Context: an optimization exercise on an open-source flow, tuned for small area, a short achievable clock period and few clock cycles per item. The choices shown serve that exercise and are no tape-out recipe. RTL that was checked went through simulation tests only; none was proved equivalent to the original.

==> run a: inputs <==
// milestone_mac_array
module milestone_mac_array (
    input  logic         Clock_50,
    input  logic         Resetn,
    input  logic         start,
    input  logic         clear,
    input  logic [31:0]  init_value,
    input  logic         in_valid,
    output logic         in_ready,
    input  logic [47:0]  sample,
    input  logic [47:0]  coef,
    input  logic         subtract,
    output logic         out_valid,
    input  logic         out_ready,
    output logic [95:0]  acc_raw,
    output logic [23:0]  result,
    output logic         busy
);
    logic       busy_q;
    logic       acc_st_q;    
    logic       drain_q;     
    logic       fin_q;       
    logic       out_st_q;    
    logic [2:0] tap_cnt_q;
    logic accept;
    logic take;
    logic last_beat;
    logic resolve;           
    assign in_ready  = acc_st_q;
    assign out_valid = out_st_q;
    assign busy      = busy_q;
    assign accept    = in_valid && acc_st_q;
    assign take      = accept && !clear;
    assign last_beat = (tap_cnt_q == 3'd5);
    assign resolve   = fin_q || out_st_q;
    always_ff @(posedge Clock_50 or negedge Resetn) begin
        if (!Resetn) begin
            busy_q    <= 1'b0;
            acc_st_q  <= 1'b0;
            drain_q   <= 1'b0;
            fin_q     <= 1'b0;
            out_st_q  <= 1'b0;
            tap_cnt_q <= '0;
        end else if (clear || (out_st_q && out_ready)) begin
            busy_q    <= 1'b0;
            acc_st_q  <= 1'b0;
            drain_q   <= 1'b0;
  ...
make LEC_CHECK=0 CAP_MARGIN=20 CORE_MARGIN=2 CORE_UTILIZATION=40 SETUP_SLACK_MARGIN=4.5 SLEW_MARGIN=20 finish   # period 8.0 ns
run.sh (not shown) runs the stock make flow with config.mk's settings and CLKGATE_MAP_FILE= SYNTH_SCRIPT=/design/flow/synth_recipe.tcl, a recipe that flattens the netlist after the stock synthesis.
==> run b (differences from run a) <==
==> flow/flow/run.sh (new file) <==
#!/bin/bash
# Standard layout, with the port buffers made from buf_4 cells instead of the
# default choice (a slow delay buffer) so that input and output paths are short.
set -euo pipefail
echo "export BUFFER_PORTS_ARGS = -buffer_cell sky130_fd_sc_hd__buf_4" >> "$FLOW_CONFIG"
bash standard.sh > standard.log 2>&1
==> flow/standard.sh (new file) <==
#!/bin/bash
# synth_recipe.tcl (not shown) runs the flow's synth.tcl, then flattens the netlist and writes it again
# the make line also repeats each setting of config.mk as NAME=value (left out here)
make -C /OpenROAD-flow-scripts/flow DESIGN_CONFIG=/design/flow/config.mk WORK_HOME=/design/flow/orfs CLKGATE_MAP_FILE= SYNTH_SCRIPT=/design/flow/synth_recipe.tcl "${@:-finish}"
==> flow/config.mk (replaced) <==
export PLATFORM = sky130hd
export DESIGN_NAME = milestone_mac_array
export DESIGN_NICKNAME = milestone_mac_array
export VERILOG_FILES = /design/flow/design.v
export SDC_FILE = /design/flow/constraint.sdc
export NUM_CORES = 4
export LEC_CHECK = 0
export ABC_AREA = 1
export CAP_MARGIN = 20
export CORE_MARGIN = 2
export CORE_UTILIZATION = 40
export SETUP_SLACK_MARGIN = 4.8
export SLEW_MARGIN = 20
export BUFFER_PORTS_ARGS = -buffer_cell sky130_fd_sc_hd__buf_4
removed: flow/run.sh
==> run c (differences from run a) <==
--- a/flow/design.v
+++ b/flow/design.v
@@ -602,12 +602,12 @@
         logic cp_c16;
         assign cp_c16 = cp_G28;
         assign sum = {cp_p0[31] ^ cp_G56, cp_p0[30] ^ cp_G41, cp_p0[29] ^ cp_G55, cp_p0[28] ^ cp_G34, cp_p0[27] ^ cp_G54, cp_p0[26] ^ cp_G40, cp_p0[25] ^ cp_G53, cp_p0[24] ^ cp_G31, cp_p0[23] ^ cp_G52, cp_p0[22] ^ cp_G39, cp_p0[21] ^ cp_G51, cp_p0[20] ^ cp_G33, cp_p0[19] ^ cp_G50, cp_p0[18] ^ cp_G38, cp_p0[17] ^ cp_G49, cp_p0[16] ^ cp_G28, cp_p0[15] ^ cp_G48, cp_p0[14] ^ cp_G37, cp_p0[13] ^ cp_G47, cp_p0[12] ^ cp_G32, cp_p0[11] ^ cp_G46, cp_p0[10] ^ cp_G36, cp_p0[9] ^ cp_G45, cp_p0[8] ^ cp_G24, cp_p0[7] ^ cp_G44, cp_p0[6] ^ cp_G35, cp_p0[5] ^ cp_G43, cp_p0[4] ^ cp_G16, cp_p0[3] ^ cp_G42, cp_p0[2] ^ cp_G0, cp_p0[1] ^ cp_g0[0], cp_p0[0]};
         logic [31:0] alt_s;
         logic        keep_tree;
-        assign keep_tree = busy_q && !resolve;
-        assign alt_s     = busy_q ? sum : init_value;
+        assign keep_tree = acc_st_q || drain_q;    
+        assign alt_s     = resolve ? sum : init_value;
         always_ff @(posedge Clock_50) begin
             acc_s <= keep_tree ? tree_s : alt_s;
             acc_c <= keep_tree ? tree_c : 32'd0;
         end
         always_ff @(posedge Clock_50) begin
==> flow/flow/run.sh (new file) <==
#!/bin/bash
# Standard layout, with the port buffers made from buf_4 cells instead of the
# default choice (a slow delay buffer) so that input and output paths are short.
set -euo pipefail
echo "export BUFFER_PORTS_ARGS = -buffer_cell sky130_fd_sc_hd__buf_4" >> "$FLOW_CONFIG"
bash standard.sh > standard.log 2>&1
==> flow/standard.sh (new file) <==
#!/bin/bash
# synth_recipe.tcl (not shown) runs the flow's synth.tcl, then flattens the netlist and writes it again
# the make line also repeats each setting of config.mk as NAME=value (left out here)
make -C /OpenROAD-flow-scripts/flow DESIGN_CONFIG=/design/flow/config.mk WORK_HOME=/design/flow/orfs CLKGATE_MAP_FILE= SYNTH_SCRIPT=/design/flow/synth_recipe.tcl "${@:-finish}"
--- a/flow/config.mk
+++ b/flow/config.mk
@@ -6,7 +6,8 @@
 export NUM_CORES = 4
 export LEC_CHECK = 0
 export CAP_MARGIN = 20
 export CORE_MARGIN = 2
 export CORE_UTILIZATION = 40
-export SETUP_SLACK_MARGIN = 4.5
+export SETUP_SLACK_MARGIN = 4.8
 export SLEW_MARGIN = 20
+export BUFFER_PORTS_ARGS = -buffer_cell sky130_fd_sc_hd__buf_4
removed: flow/run.sh
==> results.sh <==
export IMPL_status="no timing/DRC/antenna violations"
export IMPL_wl_met2_um=60300
export IMPL_detailedPlace_worstSlack_ps=3910
export IMPL_routed_wl_um=136000
export IMPL_clkPwrFrac_pct=17.3
export IMPL_cts_resized=555
export IMPL_nonClockBufferCount=760
export IMPL_highest_layer="met5"
export IMPL_via_per_inst=5.42
export IMPL_comb_power_mw=7.98
export IMPL_worstPathCellList="clkinvlp_4 -> bufbuf_16 -> o22ai_4 -> xor2_2 -> fa_2 -> fa_2 -> fa_2 -> fa_2 -> inv_1 -> nor2_1"
export IMPL_area_delta_synth_final_pct=36.6
export IMPL_r2r_end="g_ch[2].acc_c[16]"
export IMPL_cp_required_ps=8460
export IMPL_synth_cells=3862
export IMPL_synth_commonest_cells="inv_1 (828), fa_1 (498), xor2_1 (436)"
export IMPL_fin_worst_skew_ps=37.7
export IMPL_antenna_found_initial=10
export IMPL_multi_input_cells=2464
export IMPL_p_total_mw=13.2
# the run above: run b

==> results.sh <==
export IMPL_via_per_inst=5.24
export IMPL_synth_cells=3836
export IMPL_cts_resized=71
export IMPL_status="no timing/DRC/antenna violations"
export IMPL_comb_power_mw=6.71
export IMPL_wl_met2_um=50200
export IMPL_cp_required_ps=6400
export IMPL_highest_layer="met5"
export IMPL_r2r_end="g_ch[0].acc_c[23]"
export IMPL_routed_wl_um=110000
export IMPL_multi_input_cells=2654
export IMPL_clkPwrFrac_pct=18.1
export IMPL_nonClockBufferCount=295
export IMPL_synth_commonest_cells="inv_1 (531), fa_1 (498), xnor2_1 (432)"
export IMPL_detailedPlace_worstSlack_ps=4130
export IMPL_area_delta_synth_final_pct=14.4
export IMPL_antenna_found_initial=9
# the run above: run a

==> results.sh <==
export IMPL_worstPathCellList="inv_4 -> fa_2 -> fa_1 -> fa_1 -> inv_2 -> fa_2 -> fa_2 -> and2_4"
export IMPL_highest_layer="met4"
export IMPL_max_slew_margin_pct=28.3
export IMPL_routed_wl_um=108000
export IMPL_clkPwrFrac_pct=24.5
export IMPL_synth_commonest_cells="inv_1 (531), fa_1 (498), xnor2_1 (414)"
export IMPL_fin_worst_skew_ps=18.7
export IMPL_cp_required_ps=8490
export IMPL_synth_cells=3779
export IMPL_multi_input_cells=2609
export IMPL_p_total_mw=9.45
export IMPL_r2r_end="g_ch[2].acc_c[14]"
export IMPL_status="no timing/DRC/antenna violations"
export IMPL_synth_top_area_cell="fa_1"
export IMPL_detailedPlace_worstSlack_ps=4180
export IMPL_via_per_inst=5.17
# the run above: run c

Testbench counts of run a, summed over its fixed seeds: cycles 24,000, items 2,400.
Testbench counts of run b, summed over its fixed seeds: cycles 24,000, items 2,400.
Only the layout flow was run in run c; the RTL was not checked for function there.

==> what the ideal ports hide <==
In the flow no input, the clock included, has a driving cell. The finished layouts below were timed again as built, in two steps. Step 1 sets driving cells, clkbuf_16 on the clock port and buf_2 on the other inputs (assumed; they add their load-dependent delay and slew). Step 2 adds t to the input delays and takes it off the output delays; t is the mean of the earliest and latest rising clock arrival at the registers after step 1. Input paths then give back, and output paths get back, about the clock's delay inside the block. a / b / c = ideal ports / drivers / drivers and shift; a / b = the first two.
| run | shift t [ns] | setup slack, ns | worst hold slack (ns) | cell pins on the clock port's net |
|---|---|---|---|---|
| run a | 0.651 | 4.558 / 4.495 / 4.155 | 0.449 / 0.449 / 0.449 | 1 |
| run b | 0.667 | 4.514 / 4.514 / 4.333 | 0.470 / 0.470 / 0.470 | 1 |
| run c | 0.667 | 4.751 / 4.751 / 4.424 | 0.427 / 0.427 / 0.427 | 1 |
After both steps setup and hold are still met in every run listed. For run a, which loses most, drivers alone change the setup slack by -0.063 ns; drivers and shift together by -0.403 ns.
